From an optimization exercise on the open Yosys and OpenROAD flow, aimed at small area; shortcuts taken in it are not production practice. Only simulation tests tie the RTL to the original design; equivalence was not proved. Power and IR drop assume default switching activity.

--- flow/config.mk ---
export PLATFORM = sky130hd
export DESIGN_NAME = conv_in_top
export DESIGN_NICKNAME = conv_in_top
export VERILOG_FILES = /design/flow/design.v
export SDC_FILE = /design/flow/constraint.sdc
export NUM_CORES = 4
export LEC_CHECK = 0
export CAP_MARGIN = 20
export CORE_MARGIN = 2
export CORE_UTILIZATION = 75
export SLEW_MARGIN = 20
--- flow/constraint.sdc ---
create_clock -name core_clock -period 5.0 [get_ports {clk}]
set_input_delay 1.0000 -clock core_clock [delete_from_list [all_inputs] [get_ports {clk}]]
set_output_delay 1.0000 -clock core_clock [all_outputs]
set_load 0.01 [all_outputs]
--- flow/design.v ---
`timescale 1ns/1ps
module conv_in_top (
	input  logic                        clk,
	input  logic                        rst_n,
	input  logic                        enable,
	input  logic [1:0]                  cmd,
	input  logic [32-1:0]  pixel_in,
	output logic [1:0]                  ack,
	output logic [8-1:0] rom_addr,
	output logic [(2 + 6 * 32)-1:0]        window
);
	localparam int PW = 32;
	localparam int NP = 3 * 8;
	localparam logic [1:0] M_IDLE = 2'd0;
	localparam logic [1:0] M_PRE = 2'd1;
	localparam logic [1:0] M_SHIFT = 2'd2;
	localparam logic [1:0] M_LOAD = 2'd3;
	logic [1:0] mode;
	logic [3:0] cnt;
	logic [2:0] row_ok;
	logic bias_q;
	logic [NP*PW-1:0] pix;
	logic idle;
	logic fetch;
	logic rotate;
	logic [2:0] show;
	assign idle = (mode == M_IDLE);
	assign fetch = (mode == M_PRE) || (mode == M_LOAD);
	assign rotate = (mode == M_SHIFT) && (cnt != 4'd0) && (cnt != 4'd9);
	always_ff @(posedge clk or negedge rst_n) begin
		if (!rst_n) begin
			mode <= M_IDLE;
			cnt <= '0;
			row_ok <= '0;
			bias_q <= 1'b0;
			ack <= 2'd0;
			rom_addr <= '0;
		end else if (enable) begin
			ack <= 2'd0;
			bias_q <= 1'b0;
			cnt <= cnt + 4'd1;
			case (mode)
				M_IDLE: begin
					cnt <= '0;
					case (cmd)
						2'd1: begin
							mode <= M_PRE;
							rom_addr <= '0;
							row_ok <= 3'b111;
						end
						2'd3: begin
							mode <= M_LOAD;
							row_ok <= {1'b1, row_ok[2:1]};
						end
						2'd2: mode <= M_SHIFT;
						default: ;
					endcase
				end
				M_PRE: begin
					rom_addr <= rom_addr + 1'b1;
					if (rom_addr == 8'd23) begin
						mode <= M_IDLE;
						ack <= 2'd1;
					end
				end
				M_LOAD: begin
					rom_addr <= rom_addr + 1'b1;
					if (cnt == 4'd7) begin
						mode <= M_IDLE;
						ack <= 2'd3;
					end
				end
				default: begin
					if (cnt == 4'd9) begin
						mode <= M_IDLE;
						ack <= 2'd2;
						bias_q <= 1'b1;
					end
				end
			endcase
		end
	end
	always_ff @(posedge clk) begin
		if (enable) begin
			for (int i = 0; i < NP; i++) begin
				if (i % 8 != 8 - 1) begin
					if (fetch || rotate) pix[i*PW +: PW] <= pix[(i+1)*PW +: PW];
				end else if (fetch) begin
					pix[i*PW +: PW] <= (i == NP - 1) ? pixel_in : pix[(i+1)*PW +: PW];
				end else if (rotate) begin
					pix[i*PW +: PW] <= pix[(i-8+1)*PW +: PW];
				end
			end
		end
	end
	assign show[0] = (mode == M_SHIFT) && (cnt >= 4'd1) && (cnt <= 4'd3) && row_ok[0];
	assign show[1] = (mode == M_SHIFT) && (cnt >= 4'd4) && (cnt <= 4'd6) && row_ok[1];
	assign show[2] = (mode == M_SHIFT) && (cnt >= 4'd7) && (cnt <= 4'd9) && row_ok[2];
	assign window[(2 + 6 * 32)-1] = (mode == M_SHIFT) && (cnt != 4'd0);
	assign window[(2 + 6 * 32)-2] = bias_q;
	for (genvar j = 0; j < 6; j++) begin : g_lane
		assign window[j*PW +: PW] = ({PW{bias_q}} & 32'h3F800000)
			| ({PW{show[0]}} & pix[(0*8 + j)*PW +: PW])
			| ({PW{show[1]}} & pix[(1*8 + (j + 5) % 8)*PW +: PW])
			| ({PW{show[2]}} & pix[(2*8 + (j + 2) % 8)*PW +: PW]);
	end
endmodule
--- flow/flow/run.sh ---
#!/bin/bash
# Standard ORFS layout with three changes: ABC maps for area only, the port
# buffers are the smallest buffer cell, and clock tree synthesis clusters
# more sinks per buffer and adds no dummy loads. The make output goes to
# flow_make.log here; each ORFS step keeps its own log under orfs/logs/.
set -euo pipefail
export FLOW_WORK=$PWD
export FLOW_ABC_SCRIPT=$PWD/flow/abc_min_area.script
bash standard.sh \
	"SYNTH_SCRIPT=$PWD/flow/synth_min_area.tcl" \
	"BUFFER_PORTS_ARGS=-buffer_cell sky130_fd_sc_hd__buf_1" \
	"CTS_ARGS=-sink_clustering_enable -repair_clock_nets -dont_use_dummy_load -buf_list sky130_fd_sc_hd__clkbuf_8 -sink_clustering_size 16 -sink_clustering_max_diameter 50" \
	finish > flow_make.log 2>&1
--- flow/flow/abc_min_area.script ---
strash
dch -f
amap
--- flow/flow/synth_min_area.tcl ---
# The standard synthesis (synth_recipe.tcl in the work folder), except that
# ABC maps the logic with flow/abc_min_area.script, an area-only mapping.
proc abc {args} {
  set i [lsearch -exact $args -script]
  if { $i >= 0 } {
    lset args [expr { $i + 1 }] $::env(FLOW_ABC_SCRIPT)
  }
  yosys abc {*}$args
}
source $::env(FLOW_WORK)/synth_recipe.tcl
--- flow/standard.sh ---
#!/bin/bash
# synth_recipe.tcl (not shown) runs the flow's synth.tcl, then flattens the netlist and writes it again
# the make line also repeats each setting of config.mk as NAME=value (left out here)
make -C /OpenROAD-flow-scripts/flow DESIGN_CONFIG=/design/flow/config.mk WORK_HOME=/design/flow/orfs CLKGATE_MAP_FILE= SYNTH_SCRIPT=/design/flow/synth_recipe.tcl "${@:-finish}"
==> metrics.md, run 1 <==
| Metric | Value |
|---|---|
| Status | timing/DRC/antenna clean |
| Post-synth top flop | edfxtp_1 |
| Placed Instances | 2124 |
| CTS tree | built |
| Finished Core Util | 0.834 |
| Post-synth top area share | 0.828 |
| Initial antenna violation count | 2 |
| Worst Path Max Fanout | 84 |
| DP HPWL | 32.7 mm |
| F_max | 228 MHz |
| Post-DRT Antenna Nets | 0 |
| Inserted Clock Buffers | 58 |
| Clock skew | 0.0414 ns |
| Setup Fix Bufs, Post-CTS | 0 |
| Placed standard-cell area | 29700 um^2 |
| Sum of negative setup slack | 0 ns |
| Per-cell routed wire length | 25.3 um |
| Die area | 38700 um^2 |
| Power per Cell Area | 626 nW/um^2 |
| Die Y | 197 um |
| Setup CP Type | reg -> out |
| Via-to-Cell Ratio | 6.83 |
| Nets | 1761 |
| Clock transition at path regs | 0.09 ns |
| Synth Cell Area | 27800 um^2 |
| Slew Limit Fails | 0 |
| Number of fill cells | 1751 |
| Global-route wire length before repair | 82.4 mm |
| Leading area contributor after synthesis | edfxtp_1 |
| Port bufs | 240 |
| CP startpoint kind | flop |
| Fin cells | 2184 |
| Max-cap viol count | 0 |
| Post-synth ARST share | 0.0254 |
| Cell count after synthesis | 1394 |
| Data required time of the worst path | 4.00 ns |
| Worst slew pin tran | 0.989 ns |
| Layout cell share with drive strength beyond 1 | 0.0537 |
| Final Hold Viols | 0 |
| Min Hold Slack | 0.288 ns |
| Area Growth Syn to Fin | 9.72% |
| Post-placement worst setup slack | 1.34 ns |
| Most frequent cells in the layout | edfxtp_1 (768), buf_1 (240), clkinv_1 (180) |
| Clock buffer depth | 3 |
| Arrival time at the worst endpoint | 3.39 ns |
| CTS-repair resized insts | 0 |
| Iter 0 DRT Violations | 2480 |
| Most common cell after layout, fill and taps aside | edfxtp_1 |
| Synth warn | 1 |
| CP Capture Type | primary output |
| Period utilization | 0.877 |
| FF+latch count, synth | 788 |
| Avg Inst Size Synth | 20.0 um^2 |
| Root buf cell | clkbuf_8 |
| Clock Latency Late Sink | 0.69 ns |
| Cell variety after synth | 30 |
| Largest net degree at the start of global routing | 148 |
| RSZ-0062 raised after global routing | false |
| LEAKAGE | 9.96 nW |
| H-tree depth | 2 |
| Synth area leaders | edfxtp_1 (83%), a222oi_1 (5.4%), o22a_1 (2.6%), clkinv_1 (2.5%), dfrtp_1 (1.8%) |
| Chip width | 197 um |
| Design area | 30500 um^2 |
| Cell row count | 70 |
| Total gr overflow | 0 |
| Final Wtd Congestion | 0.869 |
| Vias in the first global route | 14300 |
| Slew margin rel. | 0.341 |
| CORE AREA | 36600 um^2 |
| # clock sinks | 788 |
| Post-Syn Nets | 1439 |
| DRC Markers | 0 |
| Pre-antenna DRT Iters | 7 |
| Post-layout power | 19.1 mW |
| Tot GR Track Use | 0.285 |
| Seq/Total Area, Yosys | 0.846 |
| Detailed Route WL | 55.3 mm |
| Cts hold-fix bufs | 0 |
| Final Critical Period | 4.39 ns |
| Final setup vio count | 0 |
| Worst vdd ir | 443 uV |
| Post-synth EDFFs | 768 |
| Setup ws final | 0.615 ns |
| Vias | 14900 |
| Hold WC Path Type | in -> async |
| Starting Density | 0.760 |
| Ports | 241 |
==> cells in the mapped netlist (2+ instances only) <==
library cell	number
clkinv_1	182
o32ai_1	3
a311oi_1	2
edfxtp_1	768
a222oi_1	150
dfrtp_1	20
nand2_1	9
nand3_1	2
a221o_1	42
and3_1	2
nor2_1	31
a21o_1	42
ha_1	8
a2111oi_0	2
nor4_1	3
o21ai_0	4
a22o_1	2
a21oi_1	23
o22a_1	84
nor3_1	4
a211oi_1	2
==> power by group <==
group	leakage, nW	switching [mW]	internal (mW)
logic	2.12	3.34	1.56
clock network	0.417	1.82	1.03
registers	7.42	1.10	10.3
total	9.96	6.26	12.9
==> cell families after synthesis <==
| kind of cell | after synthesis | share of synthesized area |
|---|---|---|
| DFF | 788 | 0.846 |
| AOI/OAI and AO/OA | 362 | 0.117 |
| buffers and inverters | 183 | 0.0248 |
| and+or+nand+nor | 53 | 0.00805 |
| adders and majority gates | 8 | 0.00360 |
==> layer usage <==
layer | global-route usage | part of all wire | up-vias
li1 | - | - | 6469
met1 | 0.443 | 0.40 | 7493
met5 | 0 | 0.00024 | -
met4 | 0.0872 | 0.026 | 2
met2 | 0.426 | 0.46 | 848
met3 | 0.0560 | 0.11 | 103
==> final cells by class <==
class / instances / area (um^2) / share of cell area
well taps: 468 / 586 / 0.0192
inverters: 182 / 689 / 0.0226
diodes: 2 / 5.00 / 0.000164
clock buffers: 58 / 798 / 0.0261
repair buffers: 263 / 1240 / 0.0405
flip-flops and latches: 788 / 23600 / 0.772
multi-input cells: 423 / 3660 / 0.120
==> sequential cells by signal, indices dropped and copies added (netlist names) <==
| register | cells |
|---|---|
| pix | 768 |
| cnt | 4 |
| bias_q | 1 |
| mode | 2 |
| rom_addr | 8 |
| ack | 2 |
| row_ok | 3 |
==> worst max-delay path: stages (launching register included) <==
cell	delay, ns
dfrtp_1	0.36
clkinv_1	0.12
ha_1	0.22
clkinv_1	0.11
a21oi_1	0.09
o2111a_4	0.52
buf_12	0.30
a222oi_1	0.57
clkinv_1	0.18
buf_1	0.16
==> final timing paths <==
check	startpoint	end	slack [ns]	cells after the start
worst max-delay path	cnt[1]$_DFFE_PN0P_	window[162]	0.61	9
worst max register to register	mode[0]$_DFFE_PN0P_	rom_addr[7]$_DFFE_PN0P_	1.71	9
min in group core_clock	pix[250]$_DFFE_PP_	pix[218]$_DFFE_PP_	0.39	0
worst min-delay path	rst_n	rom_addr[3]$_DFFE_PN0P_	0.29	2
max in group asynchronous	rst_n	mode[0]$_DFFE_PN0P_	4.45	2
worst min register to register	pix[250]$_DFFE_PP_	pix[218]$_DFFE_PP_	0.39	0
==> inputs of run 2 (changes only) <==
--- a/flow/design.v
+++ b/flow/design.v
@@ -86,7 +86,9 @@
 				if (i % 8 != 8 - 1) begin
 					if (fetch || rotate) pix[i*PW +: PW] <= pix[(i+1)*PW +: PW];
 				end else if (fetch) begin
-					pix[i*PW +: PW] <= (i == NP - 1) ? pixel_in : pix[(i+1)*PW +: PW];
+					if (i == NP - 1) pix[i*PW +: PW] <= pixel_in;
+					else if (i == 2*8 - 1) pix[i*PW +: PW] <= ~pix[(i+1)*PW +: PW];
+					else pix[i*PW +: PW] <= pix[(i+1)*PW +: PW];
 				end else if (rotate) begin
 					pix[i*PW +: PW] <= pix[(i-8+1)*PW +: PW];
 				end
@@ -100,8 +102,8 @@
 	assign window[(2 + 6 * 32)-2] = bias_q;
 	for (genvar j = 0; j < 6; j++) begin : g_lane
 		assign window[j*PW +: PW] = ({PW{bias_q}} & 32'h3F800000)
-			| ({PW{show[0]}} & pix[(0*8 + j)*PW +: PW])
-			| ({PW{show[1]}} & pix[(1*8 + (j + 5) % 8)*PW +: PW])
+			| ({PW{show[0]}} & ~pix[(0*8 + j)*PW +: PW])
+			| ({PW{show[1]}} & ~pix[(1*8 + (j + 5) % 8)*PW +: PW])
 			| ({PW{show[2]}} & pix[(2*8 + (j + 2) % 8)*PW +: PW]);
 	end
 endmodule
--- a/flow/flow/run.sh
+++ b/flow/flow/run.sh
@@ -9,5 +9,5 @@
 bash standard.sh \
 	"SYNTH_SCRIPT=$PWD/flow/synth_min_area.tcl" \
 	"BUFFER_PORTS_ARGS=-buffer_cell sky130_fd_sc_hd__buf_1" \
-	"CTS_ARGS=-sink_clustering_enable -repair_clock_nets -dont_use_dummy_load -buf_list sky130_fd_sc_hd__clkbuf_8 -sink_clustering_size 16 -sink_clustering_max_diameter 50" \
+	"CTS_ARGS=-sink_clustering_enable -repair_clock_nets -dont_use_dummy_load -buf_list sky130_fd_sc_hd__clkbuf_8" \
 	finish > flow_make.log 2>&1
==> metrics.md, run 2 <==
| Metric | Value |
|---|---|
| Slowest CP cell | nand3_4 |
| Reg with most FFs | pix |
| Power per Cell Area | 640 nW/um^2 |
| CP startpoint kind | flop |
| Cell row count | 70 |
| Starting Density | 0.758 |
| F_max | 229 MHz |
| Root buf cell | clkbuf_8 |
| Port bufs | 240 |
| Area Growth Syn to Fin | 12.3% |
| Worst reg2reg startpoint | mode[0]$_DFFE_PN0P_ |
| DRC Markers | 0 |
| FF+latch area | 23600 um^2 |
| Final Hold Viols | 0 |
| Final setup vio count | 0 |
| Status | timing/DRC/antenna clean |
| Final Critical Period | 4.38 ns |
| Tot GR Track Use | 0.291 |
| Multi-input gate area | 3900 um^2 |
| Total gr overflow | 0 |
| Post-DRT Antenna Nets | 0 |
| # clock sinks | 788 |
| Arrival time at the worst endpoint | 3.38 ns |
| CP most frequent cell | nor3_1 |
| Post-synth top area share | 0.836 |
| Worst Path Max Fanout | 71 |
| RSZ-0062 raised after global routing | false |
| Number of fill cells | 1661 |
| Worst r2r dst | pix[590]$_DFFE_PP_ |
| Setup CP Type | reg -> out |
| H-tree depth | 3 |
| Seq/Total Area, Yosys | 0.854 |
| Slowest stage delay, CP | 0.56 ns |
| Reg2Reg Depth | 5 |
| Synth area leaders | edfxtp_1 (84%), o221ai_1 (4.8%), nand2_1 (2.1%), dfrtp_1 (1.8%), a21oi_1 (1.5%) |
| Nets | 1894 |
| Design area | 31000 um^2 |
| Post-synth ARST share | 0.0254 |
| Clock skew | 0.0465 ns |
| Placed Instances | 2200 |
| Detailed Route WL | 56.7 mm |
| Setup Fix Bufs, Post-CTS | 0 |
| Synth warn | 1 |
| Avg Inst Size Synth | 18.8 um^2 |
| Post-synth EDFFs | 768 |
| Period utilization | 0.875 |
| LEAKAGE | 9.83 nW |
| Clock Latency Late Sink | 0.69 ns |
| Top post-synthesis cells by count | edfxtp_1 (768), nand2_1 (158), o221ai_1 (150) |
| Finished Core Util | 0.851 |
| Die Y | 196 um |
| Placed standard-cell area | 29400 um^2 |
| Cell count after synthesis | 1472 |
| Post-synth top flop | edfxtp_1 |
| Vias | 15400 |
| Hold WC Path Type | in -> async |
| Fin cells | 2318 |
| Final Wtd Congestion | 0.849 |
| Chip width | 196 um |
| CORE AREA | 36400 um^2 |
| Reg2reg setup slack | 1.60 ns |
| Clock buffer depth | 3 |
| Worst slew pin tran | 0.907 ns |
| Synth Cell Area | 27600 um^2 |
| DP HPWL | 33.3 mm |
| Max FFs per register | 768 |
| Min Hold Slack | 0.300 ns |
| Per-cell routed wire length | 24.4 um |
| Pre-antenna DRT Iters | 5 |
| Post-Syn Nets | 1517 |
| Slew Limit Fails | 0 |
| Initial antenna violation count | 3 |
| CTS tree | built |
| Die area | 38400 um^2 |
| Worst path buffer plus inverter count | 3 |
| Most frequent cells in the layout | edfxtp_1 (768), buf_1 (239), nand2_1 (158) |
| Via-to-Cell Ratio | 6.64 |
| Cell variety after synth | 31 |
| Inserted Clock Buffers | 115 |
| Vias in the first global route | 14700 |
| Crit-path leading delay family | simple AND/OR/NAND/NOR gates |
| Slew margin rel. | 0.395 |
| Cts hold-fix bufs | 0 |
| Layout cell share with drive strength beyond 1 | 0.0790 |
| Leading area contributor after synthesis | edfxtp_1 |
| Largest net degree at the start of global routing | 179 |
| Most common cell after layout, fill and taps aside | edfxtp_1 |
| Worst vdd ir | 606 uV |
| Top Registers | pix (768), rom_addr (8), cnt (4) |
| Crit path cell chain | clkinv_1 -> nor3_1 -> nor3_1 -> nand3_4 -> buf_12 -> nor2_1 -> a21oi_1 -> o211ai_1 -> buf_1 |
| CP Capture Type | primary output |
| FF+latch count, synth | 788 |
| Global-route wire length before repair | 83.2 mm |
| Count leader, synth | edfxtp_1 |
| Max-cap viol count | 0 |
| Clock transition at path regs | 0.07 ns |
| Data required time of the worst path | 4.00 ns |
| CTS-repair resized insts | 0 |
| Iter 0 DRT Violations | 1577 |
| Ports | 241 |
-- run 2: worst register-to-register path, delay by kind of cell (launching register included) --
| family | cells | cell delay, ns |
|---|---|---|
| buffers and inverters | 4 | 2.07 |
| flip-flops | 1 | 0.45 |
| AO/OA/AOI/OAI | 1 | 0.32 |
-- run 2: cell families after synthesis --
family / synth area share
flops: 0.854
fa+ha+maj: 0.00363
simple gates: 0.0372
compound gates: 0.0987
buf+inv: 0.00680
-- run 2: final cells by class --
type                       instances  area share
antenna                            3    0.000242
clock buffer                     115      0.0511
inverter                          48     0.00601
multi-input combinational        635       0.126
sequential                       788       0.760
tap                              468      0.0189
timing repair buffer             261      0.0378
-- run 2: worst max path at each step --
stage	start	end	slack, ns	cells after the start
after floorplan	mode[0]$_DFFE_PN0P_	pix[0]$_DFFE_PP_	-10.14	5
after global placement	cnt[2]$_DFFE_PN0P_	window[175]	1.52	7
after detailed placement	cnt[2]$_DFFE_PN0P_	window[92]	1.33	9
after CTS	cnt[2]$_DFFE_PN0P_	window[92]	0.63	9
after global routing	cnt[2]$_DFFE_PN0P_	window[119]	0.39	9
final	cnt[2]$_DFFE_PN0P_	window[92]	0.62	9
-- run 2: report_power, final --
part | leakage (nW) | total (mW) | internal, mW | switching, mW
Combinational | 1.58 | 4.39 | 1.18 | 3.22
Sequential | 7.43 | 11.4 | 10.3 | 1.05
Clock | 0.827 | 4.09 | 2.02 | 2.07
-- run 2: metal layers --
layer	global-route usage	part of all wire
met2	0.430	0.47
met5	0	0
met4	0.105	0.027
met1	0.438	0.41
met3	0.0701	0.095
-- run 2: stage by stage --
step | power [mW] | TNS (ns) | setup slack [ns]
2_1_floorplan | 12.7 | -8361.09 | -10.14
3_3_place_gp | 15.6 | 0 | 1.52
3_5_place_dp | 15.8 | 0 | 1.33
4_1_cts | 19.9 | 0 | 0.629
5_1_grt | 20.7 | 0 | 0.394
6_report | 19.8 | 0 | 0.625
==> inputs of run 3 (changes only) <==
--- a/flow/flow/run.sh
+++ b/flow/flow/run.sh
@@ -9,5 +9,5 @@
 bash standard.sh \
 	"SYNTH_SCRIPT=$PWD/flow/synth_min_area.tcl" \
 	"BUFFER_PORTS_ARGS=-buffer_cell sky130_fd_sc_hd__buf_1" \
-	"CTS_ARGS=-sink_clustering_enable -repair_clock_nets -dont_use_dummy_load -buf_list sky130_fd_sc_hd__clkbuf_8" \
+	"CTS_ARGS=-sink_clustering_enable -repair_clock_nets -dont_use_dummy_load -buf_list {sky130_fd_sc_hd__clkbuf_4 sky130_fd_sc_hd__clkbuf_8} -sink_clustering_size 12 -sink_clustering_max_diameter 40" \
 	finish > flow_make.log 2>&1
==> metrics.md, run 3 <==
| Metric | Value |
|---|---|
| Status | timing/DRC/antenna clean |
| Cell variety after synth | 31 |
| Cell count after synthesis | 1472 |
| Hold WC Path Type | in -> async |
| Worst reg2reg startpoint | mode[0]$_DFFE_PN0P_ |
| Vias in the first global route | 14700 |
| Inserted Clock Buffers | 87 |
| Vias | 15300 |
| Die area | 38400 um^2 |
| Arrival time at the worst endpoint | 3.32 ns |
| Max-cap viol count | 0 |
| Ports | 241 |
| Slowest CP cell | nand3_4 |
| Synth Area in XOR/XNOR | 0 |
| Reg2Reg Depth | 5 |
| Pre-antenna DRT Iters | 6 |
| Main combinational cell family by area after synthesis | compound AO/OA/AOI/OAI gates |
| Sum of negative setup slack | 0 ns |
| F_max | 232 MHz |
| Multi-input gate area | 3900 um^2 |
| Post-Syn Nets | 1517 |
| Worst r2r dst | pix[33]$_DFFE_PP_ |
| Die Y | 196 um |
| Worst slew pin tran | 0.937 ns |
| Synth warn | 1 |
| Top Registers | pix (768), rom_addr (8), cnt (4) |
| Most frequent cells in the layout | edfxtp_1 (768), buf_1 (239), nand2_1 (158) |
| Worst Path Max Fanout | 71 |
| Per-cell routed wire length | 24.5 um |
| Seq/Total Area, Yosys | 0.854 |
| Post-synth top area share | 0.836 |
| CORE AREA | 36400 um^2 |
| Post-synth EDFFs | 768 |
| CP Capture Type | primary output |
| Clock skew | 0.0453 ns |
| Post-layout power | 19.2 mW |
| Area Growth Syn to Fin | 10.9% |
| LEAKAGE | 9.63 nW |
| DRC Markers | 0 |
| Final setup vio count | 0 |
| Leading area contributor after synthesis | edfxtp_1 |
| Root buf cell | clkbuf_8 |
| Top post-synthesis cells by count | edfxtp_1 (768), nand2_1 (158), o221ai_1 (150) |
| Total gr overflow | 0 |
| Global-route wire length before repair | 82.9 mm |
| Worst vdd ir | 608 uV |
| Post-DRT Antenna Nets | 0 |
| Slew Limit Fails | 0 |
| # clock sinks | 788 |
| Final Critical Period | 4.32 ns |
| Initial antenna violation count | 2 |
| FF+latch area | 23600 um^2 |
| Min Hold Slack | 0.325 ns |
| CTS-repair resized insts | 0 |
| Tot GR Track Use | 0.290 |
| Post-synth ARST share | 0.0254 |
| Crit path cell chain | clkinv_1 -> nor3_1 -> nor3_1 -> nand3_4 -> buf_12 -> nor2_1 -> a21oi_1 -> o211ai_1 -> buf_1 |
| Chip width | 196 um |
| Starting Density | 0.758 |
| Slowest stage delay, CP | 0.56 ns |
| Synth area leaders | edfxtp_1 (84%), o221ai_1 (4.8%), nand2_1 (2.1%), dfrtp_1 (1.8%), a21oi_1 (1.5%) |
| Number of fill cells | 1761 |
| Reg with most FFs | pix |
| Reg2reg setup slack | 1.63 ns |
| Detailed Route WL | 56.0 mm |
| Setup CP Type | reg -> out |
| Clock buffer depth | 3 |
| Final Wtd Congestion | 0.849 |
| Count leader, synth | edfxtp_1 |
| Clock transition at path regs | 0.07 ns |
| Port bufs | 240 |
| FF+latch count, synth | 788 |
| Clock Latency Late Sink | 0.66 ns |
| Synth Cell Area | 27600 um^2 |
| DP HPWL | 33.3 mm |
| Finished Core Util | 0.840 |
| Power per Cell Area | 628 nW/um^2 |
| Largest net degree at the start of global routing | 179 |
| Slew margin rel. | 0.376 |
| Post-synth top flop | edfxtp_1 |
| Layout cell share with drive strength beyond 1 | 0.0649 |
| Period utilization | 0.864 |
| Synth Area in Simple Gates | 0.0372 |
| Final Hold Viols | 0 |
| Post-synthesis compound-gate area fraction | 0.0987 |
| H-tree depth | 3 |
| Via-to-Cell Ratio | 6.68 |
| Cts hold-fix bufs | 0 |
| Data required time of the worst path | 4.00 ns |
| Most common cell after layout, fill and taps aside | edfxtp_1 |
| Nets | 1866 |
| RSZ-0062 raised after global routing | false |
| Iter 0 DRT Violations | 1444 |
| Avg Inst Size Synth | 18.8 um^2 |
| Mux cell area share after synthesis | 0 |
| CP startpoint kind | flop |
| CP most frequent cell | nor3_1 |
| Adder-cell share of the synthesized area | 0.00363 |
| Max FFs per register | 768 |
| CTS tree | built |
| Setup Fix Bufs, Post-CTS | 0 |
| Cell row count | 70 |
-- run 3: area by class of cell --
cell class,count,share of cell area
repair buffers,261,0.0383
well taps,468,0.0191
diodes,2,0.000163
flip-flops and latches,788,0.770
clock buffers,87,0.0391
inverters,48,0.00609
multi-input cells,635,0.127
-- run 3: kinds of logic (layout without fill, tap and decap cells) --
group | count (synthesis) | count (layout)
AOI/OAI and AO/OA | 362 | 362
adders and majority gates | 8 | 8
buffers and inverters | 49 | 396
DFF | 788 | 788
other | 0 | 2
and+or+nand+nor | 265 | 265
-- run 3: critical path, delay by kind of cell (launching register included) --
kind / cells / cell delay, ns
compound gates: 2 / 0.32
buf+inv: 3 / 0.73
simple gates: 4 / 1.14
flops: 1 / 0.43
-- run 3: where the power goes --
| group | switching, mW | internal (mW) |
|---|---|---|
| Sequential | 1.04 | 10.3 |
| Clock | 1.96 | 1.54 |
| Combinational | 3.21 | 1.18 |
-- run 3: worst max path at each step --
stage / startpoint / to / slack [ns] / depth (start not counted)
global placement: cnt[2]$_DFFE_PN0P_ / window[175] / 1.52 / 7
floorplan: mode[0]$_DFFE_PN0P_ / pix[0]$_DFFE_PP_ / -10.14 / 5
global route: cnt[2]$_DFFE_PN0P_ / window[119] / 0.42 / 9
CTS: cnt[2]$_DFFE_PN0P_ / window[92] / 0.64 / 9
finish: cnt[2]$_DFFE_PN0P_ / window[92] / 0.68 / 9
detailed placement: cnt[2]$_DFFE_PN0P_ / window[92] / 1.33 / 9
-- run 3: metal layers --
layer | vias up | share of wire | track usage
li1 | 6699 | - | -
met1 | 7723 | 0.41 | 0.440
met2 | 766 | 0.47 | 0.428
met3 | 103 | 0.094 | 0.0700
met4 | 0 | 0.026 | 0.103
met5 | - | 0 | 0
-- run 3: metrics by stage --
stage / cells / area, um^2 / setup WS [ns]
after floorplan: 1472 / 27600 / -10.14
after global placement: 2200 / 29400 / 1.52
after detailed placement: 2200 / 29400 / 1.33
after CTS: 2287 / 30600 / 0.640
after global routing: 2288 / 30600 / 0.420
final: 2289 / 30600 / 0.680
==> inputs of run 4 (changes only) <==
--- a/flow/flow/run.sh
+++ b/flow/flow/run.sh
@@ -9,5 +9,5 @@
 bash standard.sh \
 	"SYNTH_SCRIPT=$PWD/flow/synth_min_area.tcl" \
 	"BUFFER_PORTS_ARGS=-buffer_cell sky130_fd_sc_hd__buf_1" \
-	"CTS_ARGS=-sink_clustering_enable -repair_clock_nets -dont_use_dummy_load -buf_list {sky130_fd_sc_hd__clkbuf_4 sky130_fd_sc_hd__clkbuf_8} -sink_clustering_size 12 -sink_clustering_max_diameter 40" \
+	"CTS_ARGS=-sink_clustering_enable -repair_clock_nets -dont_use_dummy_load -buf_list sky130_fd_sc_hd__clkbuf_4 -sink_clustering_size 10 -sink_clustering_max_diameter 35" \
 	finish > flow_make.log 2>&1
==> metrics.md, run 4 <==
| Metric | Value |
|---|---|
| Chip width | 196 um |
| Final Hold Viols | 0 |
| Leading area contributor after synthesis | edfxtp_1 |
| Pre-antenna DRT Iters | 5 |
| Vias | 15400 |
| Cell count after synthesis | 1472 |
| Most frequent cells in the layout | edfxtp_1 (768), buf_1 (239), nand2_1 (158) |
| Synth area leaders | edfxtp_1 (84%), o221ai_1 (4.8%), nand2_1 (2.1%), dfrtp_1 (1.8%), a21oi_1 (1.5%) |
| Clock transition at path regs | 0.09 ns |
| Clock Latency Late Sink | 0.82 ns |
| Final Critical Period | 4.48 ns |
| F_max | 223 MHz |
| DRC Markers | 0 |
| CP Capture Type | primary output |
| Post-placement worst setup slack | 1.33 ns |
| Post-DRT Antenna Nets | 0 |
| Iter 0 DRT Violations | 1521 |
| Power per Cell Area | 614 nW/um^2 |
| Tot GR Track Use | 0.288 |
| Top Registers | pix (768), rom_addr (8), cnt (4) |
| Post-synth top flop | edfxtp_1 |
| Slew Limit Fails | 0 |
| RSZ-0062 raised after global routing | false |
| Ports | 241 |
| Setup CP Type | reg -> out |
| DP HPWL | 33.3 mm |
| Post-Syn Nets | 1517 |
| Starting Density | 0.758 |
| Clock buffer depth | 3 |
| Die area | 38400 um^2 |
| Final Wtd Congestion | 0.849 |
| Clock skew | 0.0648 ns |
| Arrival time at the worst endpoint | 3.48 ns |
| Port bufs | 240 |
| Avg Inst Size Synth | 18.8 um^2 |
| Worst slew pin tran | 0.924 ns |
| Setup Fix Bufs, Post-CTS | 0 |
| FF+latch count, synth | 788 |
| Period utilization | 0.896 |
| Reg2Reg Depth | 5 |
| Worst vdd ir | 603 uV |
| Layout cell share with drive strength beyond 1 | 0.0750 |
| Data required time of the worst path | 4.00 ns |
| Max-cap viol count | 0 |
| Min Hold Slack | 0.151 ns |
| Root buf cell | clkbuf_4 |
| Most common cell after layout, fill and taps aside | edfxtp_1 |
| Initial antenna violation count | 3 |
| Synth warn | 1 |
| Area Growth Syn to Fin | 9.52% |
| Reg with most FFs | pix |
| Fin cells | 2311 |
| Largest net degree at the start of global routing | 179 |
| Worst Path Max Fanout | 71 |
| Slew margin rel. | 0.384 |
| Nets | 1886 |
| Top post-synthesis cells by count | edfxtp_1 (768), nand2_1 (158), o221ai_1 (150) |
| Setup ws final | 0.521 ns |
| CORE AREA | 36400 um^2 |
| Placed Instances | 2200 |
| Post-synth EDFFs | 768 |
| LEAKAGE | 9.50 nW |
| Vias in the first global route | 14600 |
| Final setup vio count | 0 |
| Hold WC Path Type | in -> async |
| H-tree depth | 3 |
| Cell variety after synth | 31 |
| Worst reg2reg startpoint | mode[0]$_DFFE_PN0P_ |
| Synth Cell Area | 27600 um^2 |
| Cts hold-fix bufs | 0 |
| Max FFs per register | 768 |
| CP startpoint kind | flop |
| # clock sinks | 788 |
| Crit. Startpoint | cnt[2]$_DFFE_PN0P_ |
| Per-cell routed wire length | 24.1 um |
| Post-synth ARST share | 0.0254 |
| Detailed Route WL | 55.7 mm |
| Inserted Clock Buffers | 107 |
| Worst r2r dst | pix[100]$_DFFE_PP_ |
| Cell row count | 70 |
| Seq/Total Area, Yosys | 0.854 |
| Count leader, synth | edfxtp_1 |
| CTS tree | built |
| Reg2reg setup slack | 1.61 ns |
| Via-to-Cell Ratio | 6.67 |
| Total gr overflow | 0 |
| Status | timing/DRC/antenna clean |
| Global-route wire length before repair | 82.2 mm |
| CTS-repair resized insts | 0 |
| Die Y | 196 um |
| Post-synth top area share | 0.836 |
-- run 4: layout make-up --
cell class                      count  area (um^2)
Tap cell                          468          586
Timing Repair Buffer              261         1170
Clock buffer                      107          803
Antenna cell                        4         10.0
Sequential cell                   788        23600
Multi-Input combinational cell    635         3900
Inverter                           48          186
Fill cell                        1830         6210
-- run 4: cells by family after synthesis --
| kind of cell | Yosys count | synth area share |
|---|---|---|
| compound gates | 362 | 0.0987 |
| fa+ha+maj | 8 | 0.00363 |
| buf+inv | 49 | 0.00680 |
| simple gates | 265 | 0.0372 |
| flops | 788 | 0.854 |
-- run 4: stage by stage --
stage / utilization / TNS (ns) / cell area [um^2] / power (mW)
5_1_grt: 0.829 / 0 / 30200 / 19.4
2_1_floorplan: - / -8361.09 / 27600 / 12.7
4_1_cts: 0.829 / 0 / 30200 / 18.6
3_5_place_dp: 0.807 / 0 / 29400 / 15.8
6_report: 0.830 / 0 / 30200 / 18.6
3_3_place_gp: 0.807 / 0 / 29400 / 15.6
-- run 4: routing by layer --
| layer | up-vias | global-route usage | share of wire |
|---|---|---|---|
| li1 | 6776 | - | - |
| met1 | 7755 | 0.440 | 0.41 |
| met2 | 798 | 0.420 | 0.47 |
| met5 | - | 0 | 0 |
| met4 | 0 | 0.104 | 0.026 |
| met3 | 95 | 0.0679 | 0.098 |
-- run 4: worst max-delay path: stages (launching register included) --
cell	delay, ns
dfrtp_1	0.44
clkinv_1	0.15
nor3_1	0.36
nor3_1	0.14
nand3_4	0.56
buf_12	0.40
nor2_1	0.09
a21oi_1	0.15
o211ai_1	0.17
buf_1	0.19
-- run 4: how the worst max path moves through the flow --
stage	endpoint	slack [ns]	depth (start not counted)
2_1_floorplan	pix[0]$_DFFE_PP_	-10.14	5
3_3_place_gp	window[175]	1.52	7
3_5_place_dp	window[92]	1.33	9
4_1_cts	window[92]	0.49	9
5_1_grt	window[60]	0.28	9
6_report	window[92]	0.52	9
-- run 4: power by group --
group	switching (mW)	total, mW	internal [mW]
Combinational	3.22	4.39	1.18
Sequential	1.04	11.3	10.3
Clock	1.87	2.85	0.979
==> inputs of run 5 (changes only) <==
--- a/flow/flow/run.sh
+++ b/flow/flow/run.sh
@@ -9,5 +9,5 @@
 bash standard.sh \
 	"SYNTH_SCRIPT=$PWD/flow/synth_min_area.tcl" \
 	"BUFFER_PORTS_ARGS=-buffer_cell sky130_fd_sc_hd__buf_1" \
-	"CTS_ARGS=-sink_clustering_enable -repair_clock_nets -dont_use_dummy_load -buf_list sky130_fd_sc_hd__clkbuf_4 -sink_clustering_size 10 -sink_clustering_max_diameter 35" \
+	"CTS_ARGS=-sink_clustering_enable -repair_clock_nets -dont_use_dummy_load -buf_list sky130_fd_sc_hd__clkbuf_8 -sink_clustering_size 16 -sink_clustering_max_diameter 50" \
 	finish > flow_make.log 2>&1
==> metrics.md, run 5 <==
| Metric | Value |
|---|---|
| Design area | 30200 um^2 |
| Area Growth Syn to Fin | 9.44% |
| FF+latch count, synth | 788 |
| Pre-antenna DRT Iters | 6 |
| Final Hold Viols | 0 |
| Clock transition at path regs | 0.09 ns |
| Slew margin rel. | 0.389 |
| Arrival time at the worst endpoint | 3.35 ns |
| Largest net degree at the start of global routing | 179 |
| Layout cell share with drive strength beyond 1 | 0.0492 |
| Crit path cell chain | clkinv_1 -> nor3_1 -> nor3_1 -> nand3_4 -> buf_12 -> nor2_1 -> a21oi_1 -> o211ai_1 -> buf_1 |
| Die Y | 196 um |
| Final setup vio count | 0 |
| # clock sinks | 788 |
| Inserted Clock Buffers | 57 |
| Post-synth EDFFs | 768 |
| Worst vdd ir | 603 uV |
| Clock Latency Late Sink | 0.69 ns |
| Clock buffer depth | 3 |
| Cts hold-fix bufs | 0 |
| Post-Syn Nets | 1517 |
| Reg with most FFs | pix |
| Hold WC Path Type | in -> async |
| Vias | 15100 |
| Final Wtd Congestion | 0.849 |
| Top Registers | pix (768), rom_addr (8), cnt (4) |
| Synth warn | 1 |
| Post-layout power | 18.5 mW |
| Slowest stage delay, CP | 0.56 ns |
| CP most frequent cell | nor3_1 |
| DP HPWL | 33.3 mm |
| Via-to-Cell Ratio | 6.70 |
| Data required time of the worst path | 4.00 ns |
| Power per Cell Area | 613 nW/um^2 |
| DRC Markers | 0 |
| Most frequent cells in the layout | edfxtp_1 (768), buf_1 (239), nand2_1 (158) |
| H-tree depth | 2 |
| Die area | 38400 um^2 |
| Worst Path Max Fanout | 71 |
| Max FFs per register | 768 |
| Port bufs | 240 |
| Detailed Route WL | 55.2 mm |
| Worst path buffer plus inverter count | 3 |
| Leading area contributor after synthesis | edfxtp_1 |
| Worst r2r dst | pix[421]$_DFFE_PP_ |
| Multi-input gate area | 3900 um^2 |
| Status | timing/DRC/antenna clean |
| Root buf cell | clkbuf_8 |
| Crit-path leading delay family | simple AND/OR/NAND/NOR gates |
| Setup Fix Bufs, Post-CTS | 0 |
| LEAKAGE | 9.42 nW |
| Setup ws final | 0.645 ns |
| CP startpoint kind | flop |
| Post-placement worst setup slack | 1.33 ns |
| Count leader, synth | edfxtp_1 |
| Min Hold Slack | 0.288 ns |
| Max-cap viol count | 0 |
| Synth area leaders | edfxtp_1 (84%), o221ai_1 (4.8%), nand2_1 (2.1%), dfrtp_1 (1.8%), a21oi_1 (1.5%) |
| Reg2reg setup slack | 1.67 ns |
| Post-synth top area share | 0.836 |
| F_max | 230 MHz |
| Nets | 1836 |
| Clock skew | 0.0454 ns |
| CTS tree | built |
| Final Critical Period | 4.35 ns |
| Vias in the first global route | 14300 |
| CTS-repair resized insts | 0 |
| CP Capture Type | primary output |
| Initial antenna violation count | 3 |
| Finished Core Util | 0.829 |
| Most common cell after layout, fill and taps aside | edfxtp_1 |
| Cell row count | 70 |
| Ports | 241 |
| Top post-synthesis cells by count | edfxtp_1 (768), nand2_1 (158), o221ai_1 (150) |
| Synth Cell Area | 27600 um^2 |
| Post-synth top flop | edfxtp_1 |
| Chip width | 196 um |
| Cell count after synthesis | 1472 |
| Avg Inst Size Synth | 18.8 um^2 |
| Placed standard-cell area | 29400 um^2 |
| Slew Limit Fails | 0 |
| CORE AREA | 36400 um^2 |
| Cell variety after synth | 31 |
| Worst reg2reg startpoint | mode[0]$_DFFE_PN0P_ |
| Total gr overflow | 0 |
| Starting Density | 0.758 |
| Slowest CP cell | nand3_4 |
| Iter 0 DRT Violations | 1497 |
| Setup CP Type | reg -> out |
| Global-route wire length before repair | 81.5 mm |
| Period utilization | 0.871 |
| Worst slew pin tran | 0.917 ns |
| Seq/Total Area, Yosys | 0.854 |
| Reg2Reg Depth | 5 |
| FF+latch area | 23600 um^2 |
| RSZ-0062 raised after global routing | false |
| Post-DRT Antenna Nets | 0 |
| Post-synth ARST share | 0.0254 |
| Tot GR Track Use | 0.285 |
| Number of fill cells | 1799 |
| Per-cell routed wire length | 24.4 um |
[run 5: worst max path at each step]
stage          slack (ns)                 from                to  cells past startpoint
2_1_floorplan      -10.14  mode[0]$_DFFE_PN0P_  pix[0]$_DFFE_PP_                      5
3_3_place_gp         1.52   cnt[2]$_DFFE_PN0P_       window[175]                      7
3_5_place_dp         1.33   cnt[2]$_DFFE_PN0P_        window[92]                      9
4_1_cts              0.62   cnt[2]$_DFFE_PN0P_        window[92]                      9
5_1_grt              0.40   cnt[2]$_DFFE_PN0P_       window[119]                      9
6_report             0.65   cnt[2]$_DFFE_PN0P_        window[92]                      9
[run 5: final cells by class]
type | instances | share of cell area
Timing Repair Buffer | 261 | 0.0388
Sequential cell | 788 | 0.780
Inverter | 48 | 0.00617
Clock buffer | 57 | 0.0260
Multi-Input combinational cell | 635 | 0.129
Tap cell | 468 | 0.0194
Antenna cell | 3 | 0.000249
[run 5: routing by layer]
metal,up-vias,GRT usage,share of wire
met1,7605,0.437,0.40
met2,794,0.424,0.47
met3,94,0.0607,0.098
li1,6639,-,-
met4,0,0.0932,0.028
met5,-,0,0
[run 5: power breakdown]
part / leakage, nW / switching (mW) / total (mW) / internal [mW]
Sequential: 7.43 / 1.04 / 11.3 / 10.3
Clock: 0.410 / 1.82 / 2.84 / 1.02
Combinational: 1.58 / 3.20 / 4.38 / 1.18
[run 5: cell families after synthesis]
logic type,Yosys count,share of synthesized area
adder cells (fa/ha/maj),8,0.00363
AND/OR/NAND/NOR,265,0.0372
flip-flops,788,0.854
AO/OA/AOI/OAI,362,0.0987
buffers and inverters,49,0.00680
[run 5: stage by stage]
stage,instances,setup TNS [ns]
after global routing,2259,0
after detailed placement,2200,0
after CTS,2257,0
final,2260,0
after floorplan,1472,-8361.09
after global placement,2200,0
==> inputs of run 6 (changes only) <==
--- a/flow/flow/run.sh
+++ b/flow/flow/run.sh
@@ -9,5 +9,5 @@
 bash standard.sh \
 	"SYNTH_SCRIPT=$PWD/flow/synth_min_area.tcl" \
 	"BUFFER_PORTS_ARGS=-buffer_cell sky130_fd_sc_hd__buf_1" \
-	"CTS_ARGS=-sink_clustering_enable -repair_clock_nets -dont_use_dummy_load -buf_list sky130_fd_sc_hd__clkbuf_8 -sink_clustering_size 16 -sink_clustering_max_diameter 50" \
+	"CTS_ARGS=-sink_clustering_enable -repair_clock_nets -dont_use_dummy_load -buf_list sky130_fd_sc_hd__clkbuf_4 -sink_clustering_size 11 -sink_clustering_max_diameter 38" \
 	finish > flow_make.log 2>&1
==> metrics.md, run 6 <==
| Metric | Value |
|---|---|
| Most frequent cells in the layout | edfxtp_1 (768), buf_1 (239), nand2_1 (158) |
| Worst vdd ir | 598 uV |
| FF+latch area | 23600 um^2 |
| Global-route wire length before repair | 82.5 mm |
| Top post-synthesis cells by count | edfxtp_1 (768), nand2_1 (158), o221ai_1 (150) |
| CP Capture Type | primary output |
| Iter 0 DRT Violations | 1533 |
| Ports | 241 |
| Seq/Total Area, Yosys | 0.854 |
| Tot GR Track Use | 0.288 |
| RSZ-0062 raised after global routing | false |
| Max-cap viol count | 0 |
| Per-cell routed wire length | 24.1 um |
| Detailed Route WL | 55.4 mm |
| Initial antenna violation count | 4 |
| Setup Fix Bufs, Post-CTS | 0 |
| Die Y | 196 um |
| Starting Density | 0.758 |
| Total gr overflow | 0 |
| Layout cell share with drive strength beyond 1 | 0.0700 |
| Synth warn | 1 |
| Post-layout power | 18.4 mW |
| DP HPWL | 33.3 mm |
| Root buf cell | clkbuf_4 |
| Chip width | 196 um |
| Final Wtd Congestion | 0.849 |
| # clock sinks | 788 |
| Via-to-Cell Ratio | 6.65 |
| FF+latch count, synth | 788 |
| Final setup vio count | 0 |
| Power per Cell Area | 612 nW/um^2 |
| Avg Inst Size Synth | 18.8 um^2 |
| Cell variety after synth | 31 |
| CTS-repair resized insts | 0 |
| Synth Cell Area | 27600 um^2 |
| Cts hold-fix bufs | 0 |
| Sum of negative setup slack | 0 ns |
| Nets | 1876 |
| Vias in the first global route | 14500 |
| Post-synth ARST share | 0.0254 |
| CP startpoint kind | flop |
| Status | timing/DRC/antenna clean |
| Worst Path Max Fanout | 71 |
| Number of fill cells | 1864 |
| Post-synth top flop | edfxtp_1 |
| Cell row count | 70 |
| Post-synth top area share | 0.836 |
| Post-DRT Antenna Nets | 0 |
| Area Growth Syn to Fin | 9.25% |
| LEAKAGE | 9.45 nW |
| Inserted Clock Buffers | 97 |
| Most common cell after layout, fill and taps aside | edfxtp_1 |
| H-tree depth | 3 |
| Slew margin rel. | 0.363 |
| Clock Latency Late Sink | 0.85 ns |
| Final Hold Viols | 0 |
| Data required time of the worst path | 4.00 ns |
| Top Registers | pix (768), rom_addr (8), cnt (4) |
| CTS tree | built |
| F_max | 224 MHz |
| Slew Limit Fails | 0 |
| Post-Syn Nets | 1517 |
| Post-synth EDFFs | 768 |
| Hold WC Path Type | in -> async |
| Leading area contributor after synthesis | edfxtp_1 |
| Synth area leaders | edfxtp_1 (84%), o221ai_1 (4.8%), nand2_1 (2.1%), dfrtp_1 (1.8%), a21oi_1 (1.5%) |
| Port bufs | 240 |
| Die area | 38400 um^2 |
| Worst slew pin tran | 0.956 ns |
| Setup CP Type | reg -> out |
| Period utilization | 0.894 |
| Largest net degree at the start of global routing | 179 |
| Pre-antenna DRT Iters | 5 |
| Clock transition at path regs | 0.09 ns |
| Max FFs per register | 768 |
| Arrival time at the worst endpoint | 3.47 ns |
| Count leader, synth | edfxtp_1 |
| Clock skew | 0.0807 ns |
| DRC Markers | 0 |
| Final Critical Period | 4.47 ns |
| CORE AREA | 36400 um^2 |
| Cell count after synthesis | 1472 |
| Clock buffer depth | 3 |
| Multi-input gate area | 3900 um^2 |
| Vias | 15300 |
| Reg with most FFs | pix |
## run 6: per-stage QoR
step                      cells   util  worst slack, ns  instance area, um^2  hold slack, ns
after CTS                  2297  0.827            0.471                30100           0.327
after global routing       2301  0.828            0.182                30200           0.102
final                      2302  0.828            0.530                30200           0.135
after global placement     2200  0.807             1.52                29400           0.400
after floorplan            1472      -           -10.14                27600           0.400
after detailed placement   2200  0.807             1.33                29400           0.405
## run 6: routing by layer
layer | part of all wire | global-route usage
met3 | 0.10 | 0.0658
met4 | 0.028 | 0.103
met2 | 0.47 | 0.422
met1 | 0.40 | 0.442
met5 | 0 | 0
## run 6: final cells by class
type                    count  area share
clock buffers              97      0.0241
repair buffers            261      0.0389
inverters                  48     0.00618
flip-flops and latches    788       0.782
multi-input cells         635       0.129
well taps                 468      0.0194
diodes                      5    0.000415
## run 6: cell families after synthesis
group	count (synthesis)	synth area share
AO/OA/AOI/OAI	362	0.0987
flip-flops	788	0.854
adder cells (fa/ha/maj)	8	0.00363
AND/OR/NAND/NOR	265	0.0372
buffers and inverters	49	0.00680
## run 6: worst paths after layout
check	startpoint	endpoint	slack, ns	cells after the start
max	cnt[2]$_DFFE_PN0P_	window[92]	0.53	9
min	rst_n	rom_addr[3]$_DFFE_PN0P_	0.13	1
max reg2reg	mode[0]$_DFFE_PN0P_	pix[342]$_DFFE_PP_	1.61	5
min reg2reg	pix[563]$_DFFE_PP_	pix[531]$_DFFE_PP_	0.39	0
max in group asynchronous	rst_n	mode[0]$_DFFE_PN0P_	4.43	1
min in group core_clock	pix[563]$_DFFE_PP_	pix[531]$_DFFE_PP_	0.39	0
## run 6: critical path, stage by stage (launching register included)
cell and delay (ns):
dfrtp_1 0.45, clkinv_1 0.15, nor3_1 0.36, nor3_1 0.13
nand3_4 0.55, buf_12 0.36, nor2_1 0.08, a21oi_1 0.15
o211ai_1 0.17, buf_1 0.19
## run 6: where the power goes
| part | internal [mW] | switching [mW] |
|---|---|---|
| clock network | 0.891 | 1.86 |
| logic | 1.18 | 3.21 |
| registers | 10.3 | 1.04 |
==> inputs of run 7 (changes only) <==
--- a/flow/design.v
+++ b/flow/design.v
@@ -19,25 +19,26 @@
 	logic [3:0] cnt;
 	logic [2:0] row_ok;
 	logic bias_q;
+	logic [1:0] nrows;
 	logic [NP*PW-1:0] pix;
 	logic idle;
 	logic fetch;
 	logic rotate;
 	logic [2:0] show;
 	assign idle = (mode == M_IDLE);
+	assign row_ok = {nrows != 2'd0, nrows[1], nrows == 2'd3};
+	assign bias_q = (ack == 2'd2);
 	assign fetch = (mode == M_PRE) || (mode == M_LOAD);
 	assign rotate = (mode == M_SHIFT) && (cnt != 4'd0) && (cnt != 4'd9);
 	always_ff @(posedge clk or negedge rst_n) begin
 		if (!rst_n) begin
 			mode <= M_IDLE;
 			cnt <= '0;
-			row_ok <= '0;
-			bias_q <= 1'b0;
+			nrows <= '0;
 			ack <= 2'd0;
 			rom_addr <= '0;
 		end else if (enable) begin
 			ack <= 2'd0;
-			bias_q <= 1'b0;
 			cnt <= cnt + 4'd1;
 			case (mode)
 				M_IDLE: begin
@@ -46,11 +47,11 @@
 						2'd1: begin
 							mode <= M_PRE;
 							rom_addr <= '0;
-							row_ok <= 3'b111;
+							nrows <= 2'd3;
 						end
 						2'd3: begin
 							mode <= M_LOAD;
-							row_ok <= {1'b1, row_ok[2:1]};
+							if (nrows != 2'd3) nrows <= nrows + 2'd1;
 						end
 						2'd2: mode <= M_SHIFT;
 						default: ;
@@ -74,7 +75,6 @@
 					if (cnt == 4'd9) begin
 						mode <= M_IDLE;
 						ack <= 2'd2;
-						bias_q <= 1'b1;
 					end
 				end
 			endcase
==> flow/flow/abc_min_area.script (replaced) <==
strash
dc2
dch -f
amap
--- a/flow/config.mk
+++ b/flow/config.mk
@@ -7,5 +7,5 @@
 export LEC_CHECK = 0
 export CAP_MARGIN = 20
 export CORE_MARGIN = 2
-export CORE_UTILIZATION = 75
+export CORE_UTILIZATION = 80
 export SLEW_MARGIN = 20
==> metrics.md, run 7 <==
| Metric | Value |
|---|---|
| Die area | 35800 um^2 |
| Largest net degree at the start of global routing | 115 |
| Seq/Total Area, Yosys | 0.856 |
| Slowest CP cell | nor3_4 |
| Worst vdd ir | 611 uV |
| Fin cells | 2242 |
| Data required time of the worst path | 4.00 ns |
| Starting Density | 0.815 |
| Slowest stage delay, CP | 0.49 ns |
| Initial antenna violation count | 4 |
| Worst Path Max Fanout | 66 |
| Layout cell share with drive strength beyond 1 | 0.0727 |
| CORE AREA | 33700 um^2 |
| Tot GR Track Use | 0.327 |
| Detailed Route WL | 58.1 mm |
| Multi-input gate area | 3810 um^2 |
| Final Critical Period | 4.56 ns |
| Worst slew pin tran | 1.06 ns |
| Finished Core Util | 0.892 |
| Ports | 241 |
| Period utilization | 0.913 |
| Placed Instances | 2147 |
| Final Hold Viols | 0 |
| Post-Syn Nets | 1475 |
| Post-synth ARST share | 0.0229 |
| Die Y | 189 um |
| Synth Cell Area | 27500 um^2 |
| Total gr overflow | 0 |
| Inserted Clock Buffers | 90 |
| Root buf cell | clkbuf_4 |
| Design area | 30000 um^2 |
| H-tree depth | 3 |
| Clock skew | 0.0889 ns |
| Cts hold-fix bufs | 0 |
| FF+latch count, synth | 786 |
| Nets | 1834 |
| Post-synth EDFFs | 768 |
| Post-synth top area share | 0.840 |
| Area Growth Syn to Fin | 9.45% |
| Reg with most FFs | pix |
| Setup Fix Bufs, Post-CTS | 0 |
| Sum of negative setup slack | 0 ns |
| Power per Cell Area | 543 nW/um^2 |
| Iter 0 DRT Violations | 2187 |
| Max-cap viol count | 0 |
| Number of fill cells | 1227 |
| Clock Latency Late Sink | 0.82 ns |
| DRC Markers | 0 |
| Status | timing/DRC/antenna clean |
| Vias | 15800 |
| Cell variety after synth | 26 |
| Leading area contributor after synthesis | edfxtp_1 |
| Slew margin rel. | 0.295 |
| LEAKAGE | 9.67 nW |
| Cell row count | 67 |
| Most common cell after layout, fill and taps aside | edfxtp_1 |
| Slew Limit Fails | 0 |
| Clock buffer depth | 3 |
| FF+latch area | 23500 um^2 |
| F_max | 219 MHz |
| Per-cell routed wire length | 25.9 um |
| Count leader, synth | edfxtp_1 |
| Synth warn | 1 |
| Avg Inst Size Synth | 19.2 um^2 |
| RSZ-0062 raised after global routing | false |
| Arrival time at the worst endpoint | 3.56 ns |
| Placed standard-cell area | 29400 um^2 |
| Max FFs per register | 768 |
| Via-to-Cell Ratio | 7.06 |
| Top Registers | pix (768), rom_addr (8), cnt (4) |
| Setup CP Type | reg -> out |
| Global-route wire length before repair | 86.6 mm |
| Hold WC Path Type | in -> async |
| Cell count after synthesis | 1432 |
| Post-synth top flop | edfxtp_1 |
| Pre-antenna DRT Iters | 5 |
| Final setup vio count | 0 |
| Min Hold Slack | 0.142 ns |
| Crit path cell chain | clkinv_1 -> ha_1 -> or2_0 -> a31oi_1 -> nor3_4 -> buf_12 -> buf_4 -> nand2_1 -> o221ai_1 -> buf_1 |
| Top post-synthesis cells by count | edfxtp_1 (768), nand2_1 (192), o221ai_1 (150) |
| CP Capture Type | primary output |
| Vias in the first global route | 14800 |
| CTS-repair resized insts | 0 |
| Most frequent cells in the layout | edfxtp_1 (768), buf_1 (239), nand2_1 (191) |
| Clock transition at path regs | 0.12 ns |
| Port bufs | 240 |
| Chip width | 189 um |
| CP startpoint kind | flop |
| Post-DRT Antenna Nets | 0 |
| # clock sinks | 786 |
| Final Wtd Congestion | 0.822 |
| CTS tree | built |
| Synth area leaders | edfxtp_1 (84%), o221ai_1 (4.8%), nand2_1 (2.6%), dfrtp_1 (1.6%), o22ai_1 (1.5%) |
| DP HPWL | 35.4 mm |
## run 7: cell count changes in the layout (fill, tap and decap cells not counted), sizes merged, moves of 35 or more
cell    before  now
nor2        90   19
o22ai       24   68
a211o        0   35
o21ai        6   46
o22a        41    0
a21oi       84    2
o211ai      42    0
## run 7: cell type report
class / count / share of cell area
Sequential cell: 786 / 0.783
Multi-Input combinational cell: 591 / 0.127
Timing Repair Buffer: 268 / 0.0412
Clock buffer: 90 / 0.0225
Tap cell: 448 / 0.0187
Inverter: 54 / 0.00779
Antenna cell: 5 / 0.000416
## run 7: critical path, delay by kind of cell (launching register included)
family | cells | cell delay, ns
AND/OR/NAND/NOR | 3 | 0.75
adder cells (fa/ha/maj) | 1 | 0.24
buffers and inverters | 4 | 1.03
AO/OA/AOI/OAI | 2 | 0.27
flip-flops | 1 | 0.42
## run 7: stage by stage
step	worst slack, ns	power (mW)
floorplan	-2.51	12.7
global placement	1.49	13.4
detailed placement	1.30	13.7
CTS	0.411	16.3
global route	0.195	16.9
finish	0.435	16.3
## run 7: kinds of logic (layout without fill, tap and decap cells)
kind of cell             after synthesis  in the layout  share of synthesized area
adder cells (fa/ha/maj)                6              6                    0.00273
AND/OR/NAND/NOR                      226            226                     0.0319
flip-flops                           786            786                      0.856
other                                  0              5                          0
AO/OA/AOI/OAI                        359            359                      0.101
buffers and inverters                 55            412                    0.00766
## run 7: layer usage
layer | vias to the layer above | GRT usage | wire length (um) | part of all wire
met4 | 0 | 0.105 | 1720 | 0.030
met5 | - | 0 | 0 | 0
met1 | 7741 | 0.515 | 22100 | 0.38
li1 | 6647 | - | - | -
met3 | 136 | 0.0710 | 7610 | 0.13
met2 | 1304 | 0.478 | 26700 | 0.46
## run 7: path summary, 6_finish.rpt
kind / end / from / cells past startpoint / slack (ns)
worst max-delay path: window[9] / cnt[1]$_DFFE_PN0P_ / 10 / 0.44
worst min-delay path: cnt[1]$_DFFE_PN0P_ / rst_n / 1 / 0.14
worst max register to register: rom_addr[7]$_DFFE_PN0P_ / mode[0]$_DFFE_PN0P_ / 14 / 1.40
worst min register to register: pix[221]$_DFFE_PP_ / pix[253]$_DFFE_PP_ / 0 / 0.38
max in group asynchronous: mode[0]$_DFFE_PN0P_ / rst_n / 1 / 4.48
min in group core_clock: pix[221]$_DFFE_PP_ / pix[253]$_DFFE_PP_ / 0 / 0.38
## run 7: power breakdown
group	internal [mW]	leakage (nW)	switching (mW)
registers	9.93	7.39	1.01
logic	0.686	1.87	2.00
clock network	0.830	0.414	1.84
total	11.4	9.67	4.85
==> inputs of run 8 (changes only) <==
==> flow/flow/abc_min_area.script (replaced) <==
strash
dch -f
amap
--- a/flow/config.mk
+++ b/flow/config.mk
@@ -7,5 +7,5 @@
 export LEC_CHECK = 0
 export CAP_MARGIN = 20
 export CORE_MARGIN = 2
-export CORE_UTILIZATION = 80
+export CORE_UTILIZATION = 75
 export SLEW_MARGIN = 20
==> metrics.md, run 8 <==
| Metric | Value |
|---|---|
| Most common cell after layout, fill and taps aside | edfxtp_1 |
| # clock sinks | 786 |
| Pre-antenna DRT Iters | 6 |
| Worst slew pin tran | 0.966 ns |
| Arrival time at the worst endpoint | 3.71 ns |
| Synth warn | 1 |
| Root buf cell | clkbuf_4 |
| Synth Cell Area | 27500 um^2 |
| Number of fill cells | 1766 |
| Clock buffer depth | 3 |
| Chip width | 196 um |
| H-tree depth | 3 |
| CP Capture Type | primary output |
| Max-cap viol count | 0 |
| Post-Syn Nets | 1507 |
| CP startpoint kind | flop |
| FF+latch count, synth | 786 |
| Main combinational cell family by area after synthesis | compound AO/OA/AOI/OAI gates |
| DRC Markers | 0 |
| RSZ-0062 raised after global routing | false |
| Via-to-Cell Ratio | 6.73 |
| Iter 0 DRT Violations | 1579 |
| Top post-synthesis cells by count | edfxtp_1 (768), nand2_1 (156), o221ai_1 (150) |
| Final Wtd Congestion | 0.862 |
| Clock transition at path regs | 0.12 ns |
| Seq/Total Area, Yosys | 0.854 |
| Post-synth EDFFs | 768 |
| Post-DRT Antenna Nets | 0 |
| F_max | 212 MHz |
| Total gr overflow | 0 |
| Cell variety after synth | 30 |
| Die Y | 196 um |
| Area Growth Syn to Fin | 9.42% |
| Cts hold-fix bufs | 0 |
| Leading area contributor after synthesis | edfxtp_1 |
| Per-cell routed wire length | 24.7 um |
| Post-layout power | 16.2 mW |
| Adder-cell share of the synthesized area | 0.00273 |
| Avg Inst Size Synth | 18.8 um^2 |
| Nets | 1865 |
| Synth area leaders | edfxtp_1 (84%), o221ai_1 (4.8%), nand2_1 (2.1%), dfrtp_1 (1.6%), a21oi_1 (1.5%) |
| Post-synth top area share | 0.838 |
| Status | timing/DRC/antenna clean |
| Most frequent cells in the layout | edfxtp_1 (768), buf_1 (239), nand2_1 (155) |
| Post-synthesis compound-gate area fraction | 0.0987 |
| Reg with most FFs | pix |
| Crit. Startpoint | mode[0]$_DFFE_PN0P_ |
| Tot GR Track Use | 0.296 |
| Synth Area in XOR/XNOR | 0 |
| Starting Density | 0.757 |
| Mux cell area share after synthesis | 0 |
| Cell row count | 70 |
| Global-route wire length before repair | 84.1 mm |
| Worst reg2reg startpoint | cnt[2]$_DFFE_PN0P_ |
| Clock Latency Late Sink | 0.82 ns |
| Worst vdd ir | 414 uV |
| Final setup vio count | 0 |
| Data required time of the worst path | 4.00 ns |
| Port bufs | 240 |
| Clock skew | 0.103 ns |
| Worst Path Max Fanout | 159 |
| Reg2Reg Depth | 6 |
| Post-synth ARST share | 0.0229 |
| Final Critical Period | 4.71 ns |
| Max FFs per register | 768 |
| Power per Cell Area | 538 nW/um^2 |
| Min Hold Slack | 0.103 ns |
| Top Registers | pix (768), rom_addr (8), cnt (4) |
| LEAKAGE | 9.34 nW |
| Period utilization | 0.941 |
| Slew margin rel. | 0.356 |
| Largest net degree at the start of global routing | 160 |
| Vias in the first global route | 14800 |
| Detailed Route WL | 56.5 mm |
| Post-synth top flop | edfxtp_1 |
| CTS tree | built |
| Synth Area in Simple Gates | 0.0380 |
| Inserted Clock Buffers | 93 |
| Final Hold Viols | 0 |
| Die area | 38200 um^2 |
| Vias | 15400 |
| Count leader, synth | edfxtp_1 |
| CORE AREA | 36300 um^2 |
| Initial antenna violation count | 1 |
| Slew Limit Fails | 0 |
| Hold WC Path Type | in -> async |
| Ports | 241 |
| Cell count after synthesis | 1464 |
| Layout cell share with drive strength beyond 1 | 0.0681 |
| DP HPWL | 33.4 mm |
| Setup CP Type | reg -> out |
-- run 8: changes by cell type in the layout (fill, tap and decap cells not counted), moves of 7 or more --
cell,previous run,this run
a211o_1,35,0
a21oi_1,2,82
a221o_1,7,0
a22o_1,33,0
clkinv_1,52,42
nand2_1,191,155
nor2_1,18,90
o211ai_1,0,44
o21ai_0,46,2
o22a_1,0,41
o22ai_1,68,25
-- run 8: metrics by stage --
stage | utilization | cells | setup WS, ns | cell area, um^2 | TNS (ns)
2_1_floorplan | - | 1464 | -9.93 | 27600 | -8764.82
3_3_place_gp | 0.808 | 2191 | 1.18 | 29400 | 0
3_5_place_dp | 0.808 | 2191 | 1.11 | 29400 | 0
4_1_cts | 0.827 | 2284 | 0.211 | 30100 | 0
5_1_grt | 0.828 | 2289 | 0.158 | 30100 | 0
6_report | 0.828 | 2289 | 0.294 | 30100 | 0
-- run 8: final cells by class --
cell class | count | area, um^2 | share of cell area
Inverter | 43 | 188 | 0.00623
Timing Repair Buffer | 263 | 1220 | 0.0405
Antenna cell | 1 | 2.50 | 0.0000831
Tap cell | 468 | 586 | 0.0194
Sequential cell | 786 | 23500 | 0.781
Multi-Input combinational cell | 635 | 3900 | 0.130
Clock buffer | 93 | 698 | 0.0232
-- run 8: timing repair --
| action | CTS | global route |
|---|---|---|
| resized for setup | 0 | 1 |
| buffers inserted | 0 | 3 |
| setup endpoints to repair | 0 | 3 |
-- run 8: cell families (layout without fill, tap and decap cells) --
| family | after synthesis | after routing |
|---|---|---|
| other | 0 | 1 |
| DFF | 786 | 786 |
| and+or+nand+nor | 267 | 267 |
| adders and majority gates | 6 | 6 |
| buffers and inverters | 44 | 399 |
| AOI/OAI and AO/OA | 361 | 362 |
-- run 8: path summary, 6_finish.rpt --
check	endpoint	slack (ns)
min in group core_clock	pix[349]$_DFFE_PP_	0.38
worst max register to register	pix[448]$_DFFE_PP_	1.92
max in group asynchronous	rom_addr[3]$_DFFE_PN0P_	4.54
worst min-delay path	cnt[3]$_DFFE_PN0P_	0.10
worst max-delay path	window[37]	0.29
worst min register to register	pix[349]$_DFFE_PP_	0.38
-- run 8: per-layer routing --
metal  up-vias  global-route usage  routed length [um]
met5         -                   0                   0
met4         0               0.106                1460
met3        97              0.0794                6180
met2       881               0.418               25200
met1      7690               0.458               23600
li1       6737                   -                   -
-- run 8: critical path: stages, from the launching register on --
cell,delay (ns)
dfrtp_4,0.56
clkinv_16,0.24
nand2_8,0.11
a2111o_2,0.55
buf_16,0.25
o221ai_1,0.62
buf_1,0.22
-- run 8: where the power goes --
group          internal [mW]  switching (mW)
Clock                  0.854            1.85
Sequential              9.71           0.904
Combinational          0.762            2.12
Total                   11.3            4.88

## what the ideal ports hide
In the flow no input, the clock included, has a driving cell. The finished layouts below were timed again as built, in two steps.
Step 1: set_driving_cell puts a clkbuf_16 on clk and a buf_2 on each other input, an assumption about the parent block.
Step 2 adds t to the input delays and takes it off the output delays; t is the mean of the earliest and latest rising clock arrival at the registers after step 1. Input paths then give back, and output paths get back, about the clock's delay inside the block.
a / b / c = no drivers / after step 1 / after step 2; a / b = the first two.
run	t, ns	slack for setup (ns)	hold slack, ns
run 1	0.716	0.615 / 0.564 / 1.280	0.288 / 0.261 / 0.395
run 2	0.711	0.625 / 0.575 / 1.286	0.300 / 0.273 / 0.370
run 3	0.683	0.680 / 0.631 / 1.314	0.325 / 0.301 / 0.382
run 4	0.840	0.521 / 0.468 / 1.307	0.151 / 0.122 / 0.385
run 5	0.719	0.645 / 0.592 / 1.311	0.288 / 0.258 / 0.406
run 6	0.857	0.530 / 0.474 / 1.331	0.135 / 0.102 / 0.389
run 7	0.828	0.435 / 0.384 / 1.212	0.142 / 0.114 / 0.381
run 8	0.828	0.294 / 0.240 / 1.068	0.103 / 0.074 / 0.378
After both steps setup and hold are still met in every run listed.
